Background: an optimization exercise with open tools, aiming at small area, a short achievable clock period and few clock cycles per item. Do not read the settings as production practice. Where RTL was checked, it was by simulation tests only, not by an equivalence proof against the original. Only the layout flow was run in run 2; the RTL was not checked for function there.

## flow/design.v (module list and top-level ports; edited modules follow where they fit)
// module mlp_seq_accel: 946 lines
module mlp_seq_accel (
  input  logic        clk,
  input  logic        reset,
  input  logic        start,
  output logic [9:0]  x_addr,
  input  logic [31:0] x_data,
  output logic [19:0] w_addr,
  input  logic [31:0] w_data,
  output logic        rd_en,
  output logic        busy,
  output logic        done,
  output logic [3:0]  predicted_digit,
  output logic [31:0] max_score
);
  // ...
==> flow/flow/run.sh <==
#!/bin/bash
set -uo pipefail
bash standard.sh SETUP_SLACK_MARGIN=9.0 \
  "CTS_ARGS=-sink_clustering_enable -repair_clock_nets -dont_use_dummy_load -sink_clustering_size 24 -sink_clustering_max_diameter 100" \
  finish > flow_make.log 2>&1
==> flow/standard.sh <==
#!/bin/bash
# synth_recipe.tcl (not shown) runs the flow's synth.tcl, then flattens the netlist and writes it again
# the make line also repeats each setting of config.mk as NAME=value (left out here)
make -C /OpenROAD-flow-scripts/flow DESIGN_CONFIG=/design/flow/config.mk WORK_HOME=/design/flow/orfs CLKGATE_MAP_FILE= SYNTH_SCRIPT=/design/flow/synth_recipe.tcl "${@:-finish}"
==> flow/config.mk <==
export PLATFORM = sky130hd
export DESIGN_NAME = mlp_seq_accel
export DESIGN_NICKNAME = mlp_seq_accel
export VERILOG_FILES = /design/flow/design.v
export SDC_FILE = /design/flow/constraint.sdc
export NUM_CORES = 4
export LEC_CHECK = 0
export CAP_MARGIN = 20
export CORE_MARGIN = 2
export CORE_UTILIZATION = 45
export SLEW_MARGIN = 20
==> flow/constraint.sdc <==
create_clock -name core_clock -period 13.0 [get_ports {clk}]
set_input_delay 2.6000 -clock core_clock [delete_from_list [all_inputs] [get_ports {clk}]]
set_output_delay 2.6000 -clock core_clock [all_outputs]
set_load 0.01 [all_outputs]
==> flow_summary.html, run 1 <==
<table>
<tr><th>Metric</th><th>Value</th></tr>
<tr><th colspan="2">Final layout</th></tr>
<tr><td>FF+latch count</td><td>1264</td></tr>
<tr><td>Top Registers</td><td>ring_q: 710 flops, acc_q: 72 flops, s_q: 64 flops</td></tr>
<tr><td>Largest register FFs</td><td>710</td></tr>
<tr><td>Non-Filler Cell Area, Final</td><td>69020 sq um</td></tr>
<tr><td>Non-clk invs</td><td>673</td></tr>
<tr><td>Clkbuf count</td><td>67</td></tr>
<tr><td>Most flop-heavy register</td><td>ring_q</td></tr>
<tr><td>Post-route non-filler standard cell count</td><td>7527</td></tr>
<tr><th colspan="2">GRT</th></tr>
<tr><td>Via count of the first global-routing pass</td><td>43300</td></tr>
<tr><td>Wire length of the first global-routing pass</td><td>277.5 mm</td></tr>
<tr><td>Residual overflow from global routing</td><td>0</td></tr>
<tr><td>GR met1 Demand/Resource</td><td>36.48%</td></tr>
<tr><th colspan="2">Setup path</th></tr>
<tr><td>Depth of the critical timing path with buffers and inverters included</td><td>17</td></tr>
<tr><td>Worst reg2reg path endpoint</td><td>ring_q[9][59]</td></tr>
<tr><td>Worst flop-to-flop path startpoint</td><td>f_radd_q</td></tr>
<tr><td>CP max stage cell</td><td>dfrtp_4</td></tr>
<tr><td>Max Fanout on Critical Path</td><td>5</td></tr>
<tr><th colspan="2">Outcome</th></tr>
<tr><td>Run status</td><td>timing/DRC/antenna clean</td></tr>
<tr><th colspan="2">Clock tree</th></tr>
<tr><td>Number of setup buffers added after CTS</td><td>99</td></tr>
<tr><td>Number of hold buffers added after CTS</td><td>0</td></tr>
<tr><td>Number of buffers inserted during clock tree synthesis</td><td>67</td></tr>
<tr><th colspan="2">Synth</th></tr>
<tr><td>Library cell with the highest instance count after synthesis</td><td>dfxtp_1</td></tr>
<tr><td>Cell type contributing the most total cell area after synthesis</td><td>dfxtp_1</td></tr>
<tr><td>Combinational family with the most area after synthesis</td><td>compound AO/OA/AOI/OAI gates</td></tr>
<tr><td>Number of instances in the synthesized netlist</td><td>5751</td></tr>
<tr><th colspan="2">STA</th></tr>
<tr><td>Final Hold Violating Endpoints</td><td>0</td></tr>
<tr><td>RSZ-0062 raised after global routing</td><td>true</td></tr>
<tr><td>Worst max-slew margin expressed relative to the limit</td><td>29.12%</td></tr>
<tr><td>Worst Clk Skew</td><td>0.08486 ns</td></tr>
<tr><th colspan="2">Route</th></tr>
<tr><td>Number of DRC violations after detailed-routing iteration 0</td><td>5070</td></tr>
<tr><td>Vias</td><td>44030</td></tr>
<tr><th colspan="2">Place</th></tr>
<tr><td>Weighted congestion at the end of routability-driven global placement</td><td>0.9154</td></tr>
</table>
Testbench counts, summed over its fixed seeds: cycles 814,328, items 8.
==> inputs of run 2 (changes only) <==
--- a/flow/design.v
+++ b/flow/design.v
@@ -887,33 +887,42 @@
   logic [70:0] ring_q [10];
   logic [31:0] r_out, best_q;
   logic [3:0]  bidx_q;
   logic [3:0]  pred_q;
   logic [31:0] score_q;
   logic        take;
   logic        sp_q, sn_q;    
   logic [30:0] act_n;
+  logic        co_lo, cya_q, cyr_q;
+  logic [71:0] acc_res;
   always_comb begin
     xin = ({72{f_radd_q}} & {ring_q[0][70], ring_q[0]}) | ({72{f_acc_q}} & acc_q);
     t3  = xin ^ s_q ^ c_q;
     c3  = {(xin[70:0] & s_q[70:0]) | (xin[70:0] & c_q[70:0]) | (s_q[70:0] & c_q[70:0]), 1'b0};
-    sum = t3 + c3;
-    if (acc_q[71])          act_n = '0;
-    else if (|acc_q[70:55]) act_n = 31'h7FFF_FFFF;
-    else                    act_n = acc_q[54:24];
+    {co_lo, sum[35:0]} = {1'b0, t3[35:0]} + {1'b0, c3[35:0]};
+    sum[71:36] = t3[71:36] + c3[71:36] + {35'd0, f_acc_q & cya_q};
+    acc_res = {acc_q[71:36] + {35'd0, cya_q}, acc_q[35:0]};
+    if (acc_res[71])          act_n = '0;
+    else if (|acc_res[70:55]) act_n = 31'h7FFF_FFFF;
+    else                      act_n = acc_res[54:24];
     if (sn_q)      r_out = 32'h8000_0000;
     else if (sp_q) r_out = 32'h7FFF_FFFF;
     else           r_out = ring_q[0][55:24];
     take = (hs_q == 4'd0) || ($signed(r_out) > $signed(best_q));
   end
   always_ff @(posedge clk) begin
-    if (f_accen_q) acc_q <= sum;
+    if (f_accen_q) begin
+      acc_q <= sum;
+      cya_q <= co_lo;
+    end
+    cyr_q <= f_ringwr_q & co_lo;
     if (f_act_q) act_q <= act_n;
-    for (int r = 0; r < 9; r++) ring_q[r] <= ring_q[r+1];
+    for (int r = 0; r < 8; r++) ring_q[r] <= ring_q[r+1];
+    ring_q[8] <= {ring_q[9][70:36] + {34'd0, cyr_q}, ring_q[9][35:0]};
     sn_q <= ring_q[1][70] && !(&ring_q[1][69:55]);
     sp_q <= !ring_q[1][70] && (|ring_q[1][69:55]);
     ring_q[9] <= f_ringwr_q ? sum[70:0] : ring_q[0];
     if (f_eval_q && take) begin
       best_q <= r_out;
       bidx_q <= hs_q;
     end
   end
==> run 2 against run 1 <==
Against the previous run: still clean; die area rose by 0.76%; count of clock-buffer cells in the layout fell by 1; first-iteration DRC count fell by 13%; critical endpoint is now ring_q[9][66]; largest cell class unchanged.
==> flow_summary.html, run 2 <==
<table>
<tr><th>Metric</th><th>Value</th></tr>
<tr><th colspan="2">Place</th></tr>
<tr><td>Weighted congestion at the end of routability-driven global placement</td><td>0.9346 (+2.1%)</td></tr>
<tr><td>Count of input and output buffers</td><td>132</td></tr>
<tr><td>Final HPWL DP</td><td>116.8 mm</td></tr>
<tr><th colspan="2">Synth</th></tr>
<tr><td>Library cell with the highest instance count after synthesis</td><td>dfxtp_1</td></tr>
<tr><td>Number of instances in the synthesized netlist</td><td>5722 (-0.50%)</td></tr>
<tr><td>Leading post-synthesis cells by instance count</td><td>1059 x dfxtp_1, 662 x inv_1, 343 x a22o_1</td></tr>
<tr><td>Average cell area after synthesis</td><td>10.65 sq um</td></tr>
<tr><td>Proportion of netlist area held by the largest area contributor</td><td>34.80%</td></tr>
<tr><td>Fraction of the yosys area taken by sequential cells</td><td>44.46%</td></tr>
<tr><td>Dominant cells by area after synthesis</td><td>dfxtp_1 35%, fa_1 11%, edfxtp_1 6.9%, a22o_1 4.9%, ha_1 4.8%</td></tr>
<tr><td>Predominant post-synthesis flop cell</td><td>dfxtp_1</td></tr>
<tr><td>Share of synthesized registers carrying an async set or reset</td><td>5.292%</td></tr>
<tr><td>Unique cell type count in the Yosys netlist</td><td>96</td></tr>
<tr><td>Post-synthesis cell area</td><td>60920 sq um</td></tr>
<tr><td>Number of enable-type register cells in the synthesized netlist</td><td>140</td></tr>
<tr><td>Warnings from Yosys</td><td>2</td></tr>
<tr><td>Cell type contributing the most total cell area after synthesis</td><td>dfxtp_1</td></tr>
<tr><td>Total of flip-flops plus latches after synthesis</td><td>1266</td></tr>
<tr><th colspan="2">Clock tree</th></tr>
<tr><td>CTS max path bufs</td><td>3</td></tr>
<tr><td>CTS HTree Levels</td><td>3</td></tr>
<tr><td>Clock-pin transition on the worst setup and hold timing paths</td><td>0.10 ns</td></tr>
<tr><td>Sinks on the clock net</td><td>1266</td></tr>
<tr><td>Clock Tree Root</td><td>clkbuf_16</td></tr>
<tr><td>Clock tree from TritonCTS</td><td>yes</td></tr>
<tr><td>Number of hold buffers added after CTS</td><td>0 (unchanged)</td></tr>
<tr><td>Number of buffers inserted during clock tree synthesis</td><td>66 (-1.5%)</td></tr>
<tr><td>Clk latency of the worst-skew pair</td><td>0.71 ns</td></tr>
<tr><th colspan="2">Floorplanning</th></tr>
<tr><td>Io pins</td><td>136</td></tr>
<tr><td>Total Die Area</td><td>138300 sq um</td></tr>
<tr><td>Initial Utilization</td><td>45.14%</td></tr>
<tr><td>Floorplan row count</td><td>135</td></tr>
<tr><td>Die Y</td><td>372.0 um</td></tr>
<tr><td>Horiz. Die Dim</td><td>372.0 um</td></tr>
<tr><td>Placeable core region</td><td>135000 sq um</td></tr>
<tr><th colspan="2">Hold path</th></tr>
<tr><td>Number of cells on the worst hold path</td><td>0</td></tr>
<tr><td>Worst-case hold path end point</td><td>ring_q[1][28]</td></tr>
<tr><td>Hold Path Class</td><td>reg2reg</td></tr>
<tr><td>Hold path start</td><td>ring_q[2][28]</td></tr>
<tr><th colspan="2">Setup path</th></tr>
<tr><td>Max Fanout on Critical Path</td><td>12 (+7)</td></tr>
<tr><td>Worst reg2reg path endpoint</td><td>ring_q[9][66]</td></tr>
<tr><td>Required @ worst endpoint</td><td>13.57 ns</td></tr>
<tr><td>Critical Path, Cell by Cell</td><td>buf_4 &gt; buf_8 &gt; buf_4 &gt; a22oi_1 &gt; fa_1 &gt; inv_1 &gt; ha_2 &gt; a21oi_1 &gt; o21ai_0 &gt; a211oi_2 &gt; nor2_1 &gt; a21oi_4 &gt; a21oi_2 &gt; buf_4 &gt; o211a_1 &gt; or4_1 &gt; o311ai_1</td></tr>
<tr><td>CP delay by family, top</td><td>compound AO/OA/AOI/OAI gates</td></tr>
<tr><td>Most common cell on crit path</td><td>buf_4</td></tr>
<tr><td>Register-to-register path setup slack</td><td>8.87 ns</td></tr>
<tr><td>Cell count of the worst reg-to-reg path</td><td>17</td></tr>
<tr><td>Crit path arrival time</td><td>4.70 ns</td></tr>
<tr><td>Kind of critical path</td><td>reg2reg</td></tr>
<tr><td>CP max stage cell</td><td>dfrtp_4</td></tr>
<tr><td>Launch point of the worst path</td><td>f_radd_q</td></tr>
<tr><td>Sum of buffers and inverters on the critical path</td><td>5</td></tr>
<tr><td>Element type at the critical path start</td><td>flip-flop</td></tr>
<tr><td>Delay contributed by the slowest stage of the critical path</td><td>0.56 ns</td></tr>
<tr><td>Worst flop-to-flop path startpoint</td><td>f_radd_q</td></tr>
<tr><td>Kind of end point of the critical path</td><td>flip-flop</td></tr>
<tr><th colspan="2">Final layout</th></tr>
<tr><td>Signed area change from the synthesized netlist to the final layout</td><td>11.20%</td></tr>
<tr><td>Most flop-heavy register</td><td>ring_q</td></tr>
<tr><td>Most frequent cells in the layout</td><td>1000 x dfxtp_1, 651 x inv_1, 341 x a22o_1, 315 x xnor2_1, 297 x fa_1</td></tr>
<tr><td>Layout cells sized above 1</td><td>11.35%</td></tr>
<tr><td>Top Registers</td><td>ring_q: 710 flops, acc_q: 72 flops, s_q: 64 flops</td></tr>
<tr><td>Nets</td><td>6303</td></tr>
<tr><td>Largest register FFs</td><td>710 (unchanged)</td></tr>
<tr><td>Post-route core utilization</td><td>50.20%</td></tr>
<tr><td>Most common cell after layout, fill and taps aside</td><td>dfxtp_1</td></tr>
<tr><th colspan="2">GRT</th></tr>
<tr><td>Residual overflow from global routing</td><td>0 (unchanged)</td></tr>
<tr><td>Number of antenna violations at the first check in global routing</td><td>4</td></tr>
<tr><td>Wire length of the first global-routing pass</td><td>264.6 mm (-4.6%)</td></tr>
<tr><td>Overall Global Routing Usage</td><td>25.11%</td></tr>
<tr><td>Maximum number of pins on one net before global-route repair</td><td>68</td></tr>
<tr><td>Via count of the first global-routing pass</td><td>42350 (-2.2%)</td></tr>
<tr><th colspan="2">Route</th></tr>
<tr><td>Vias per cell</td><td>5.849</td></tr>
<tr><td>Number of DRC violations after detailed-routing iteration 0</td><td>4414 (-13%)</td></tr>
<tr><td>Post-route antenna net violation count</td><td>0</td></tr>
<tr><td>Overall routed net length</td><td>179.1 mm</td></tr>
<tr><td>Number of iterations in the first detailed-routing pass</td><td>9</td></tr>
<tr><td>Vias</td><td>43620 (-0.94%)</td></tr>
<tr><td>Wirelength per Cell</td><td>24.02 um</td></tr>
<tr><td>DRC violation count after routing</td><td>0</td></tr>
<tr><th colspan="2">STA</th></tr>
<tr><td>Final min period</td><td>4.133 ns</td></tr>
<tr><td>Final Setup Violations</td><td>0</td></tr>
<tr><td>Measured slew at the worst slew-check pin</td><td>1.082 ns</td></tr>
<tr><td>Max-slew violation count</td><td>0</td></tr>
<tr><td>Ratio of final minimum period to clock period</td><td>31.79%</td></tr>
<tr><td>Fmax</td><td>242.0 MHz</td></tr>
<tr><td>RSZ-0062 raised after global routing</td><td>true</td></tr>
<tr><td>Worst Clk Skew</td><td>0.08497 ns (+0.0001098 ns)</td></tr>
<tr><td>Setup total negative slack</td><td>0 ns</td></tr>
<tr><td>Hold WS</td><td>0.2878 ns</td></tr>
<tr><td>Final Hold Violating Endpoints</td><td>0 (unchanged)</td></tr>
<tr><td>Worst max-slew margin expressed relative to the limit</td><td>27.88% (-1.2 points)</td></tr>
<tr><th colspan="2">Outcome</th></tr>
<tr><td>Run status</td><td>timing/DRC/antenna clean</td></tr>
<tr><th colspan="2">Job</th></tr>
<tr><td>Max cap viols</td><td>0</td></tr>
</table>
run 2: cell types whose count changed after synthesis, sizes merged, moves of 34 or more:
cell	delta
a21oi	+36
clkbuf	-37
nand2	-39
nand3	-34
nand4	-45
o21ai	-40
run 2: layout make-up:
type,count,area [sq um]
timing repair buffer,305,3217
clock buffer,66,1652
fill,12070,67210
antenna,1,2.502
multi-input combinational,3375,30910
inverter,663,2500
tap,1781,2228
sequential,1266,27240
run 2: layer usage:
| layer | up-vias | GRT usage [%] | wire length (um) |
|---|---|---|---|
| met5 | - | 0 | 100 |
| met4 | 6 | 10.23 | 8172 |
| li1 | 19560 | - | - |
| met3 | 525 | 8.422 | 20330 |
| met1 | 21310 | 34.15 | 75630 |
| met2 | 2210 | 36.56 | 74850 |
run 2: cell families (layout without fill, tap and decap cells):
kind of cell	after synthesis	after routing	synth area share, %
AND/OR/NAND/NOR	802	803	6.469
other	1	4	0.006155
AO/OA/AOI/OAI	1345	1345	16.78
buffers and inverters	1084	1034	6.841
flip-flops	1266	1266	44.46
multiplexers	115	115	2.045
adder cells (fa/ha/maj)	564	564	15.57
XOR/XNOR	545	545	7.835
run 2: repair_timing:
item,CTS,global route
setup endpoints to repair,286,160
resized for setup,240,258
buffers inserted,39,31
hold endpoints to repair,0,0
cloned,3,8
pin swaps,35,86
run 2: worst reg2reg max path: cells and delay by family, from the launching register on:
kind / cells / cell delay [ns]
AND/OR/NAND/NOR: 2 / 0.56
flip-flops: 1 / 0.56
buffers and inverters: 5 / 0.72
adder cells (fa/ha/maj): 2 / 0.78
AO/OA/AOI/OAI: 8 / 1.38
run 2: stage by stage:
| step | instance area [sq um] | std cells | setup WS (ns) |
|---|---|---|---|
| after floorplan | 60940 | 5724 | 9.027 |
| after global placement | 63600 | 7309 | 7.863 |
| after detailed placement | 63600 | 7309 | 7.840 |
| after CTS | 66220 | 7417 | 8.877 |
| after global routing | 67740 | 7456 | 8.728 |
| final | 67750 | 7457 | 8.867 |
run 2: worst max path at each step:
stage,to,depth (start not counted)
floorplan,c_q[28],12
global placement,ring_q[9][64],16
detailed placement,ring_q[9][64],16
CTS,ring_q[9][66],18
global route,acc_q[70],18
finish,ring_q[9][66],17

-- separate check: timing with driven ports --
In the flow no input, the clock included, has a driving cell. The finished layouts below were timed again as built, in two steps.
Step 1 assumes that a clkbuf_16 drives the clock port and a buf_2 every other input.
Step 2 times the ports against the registers' clock, not the clock port: input delays grow and output delays shrink by t, the midpoint of the rising clock arrivals with the driver on.
a / b / c = no drivers / after step 1 / after step 2; a / b = the first two.
run	t (ns)	slack for setup (ns)	worst setup path after step 2	worst data-port slew with drivers (ns)
run 1	0.729	8.752 / 8.752 / 8.752	register to register	0.08
run 2	0.742	8.867 / 8.867 / 8.867	register to register	0.10
After both steps setup and hold are still met in every run listed.
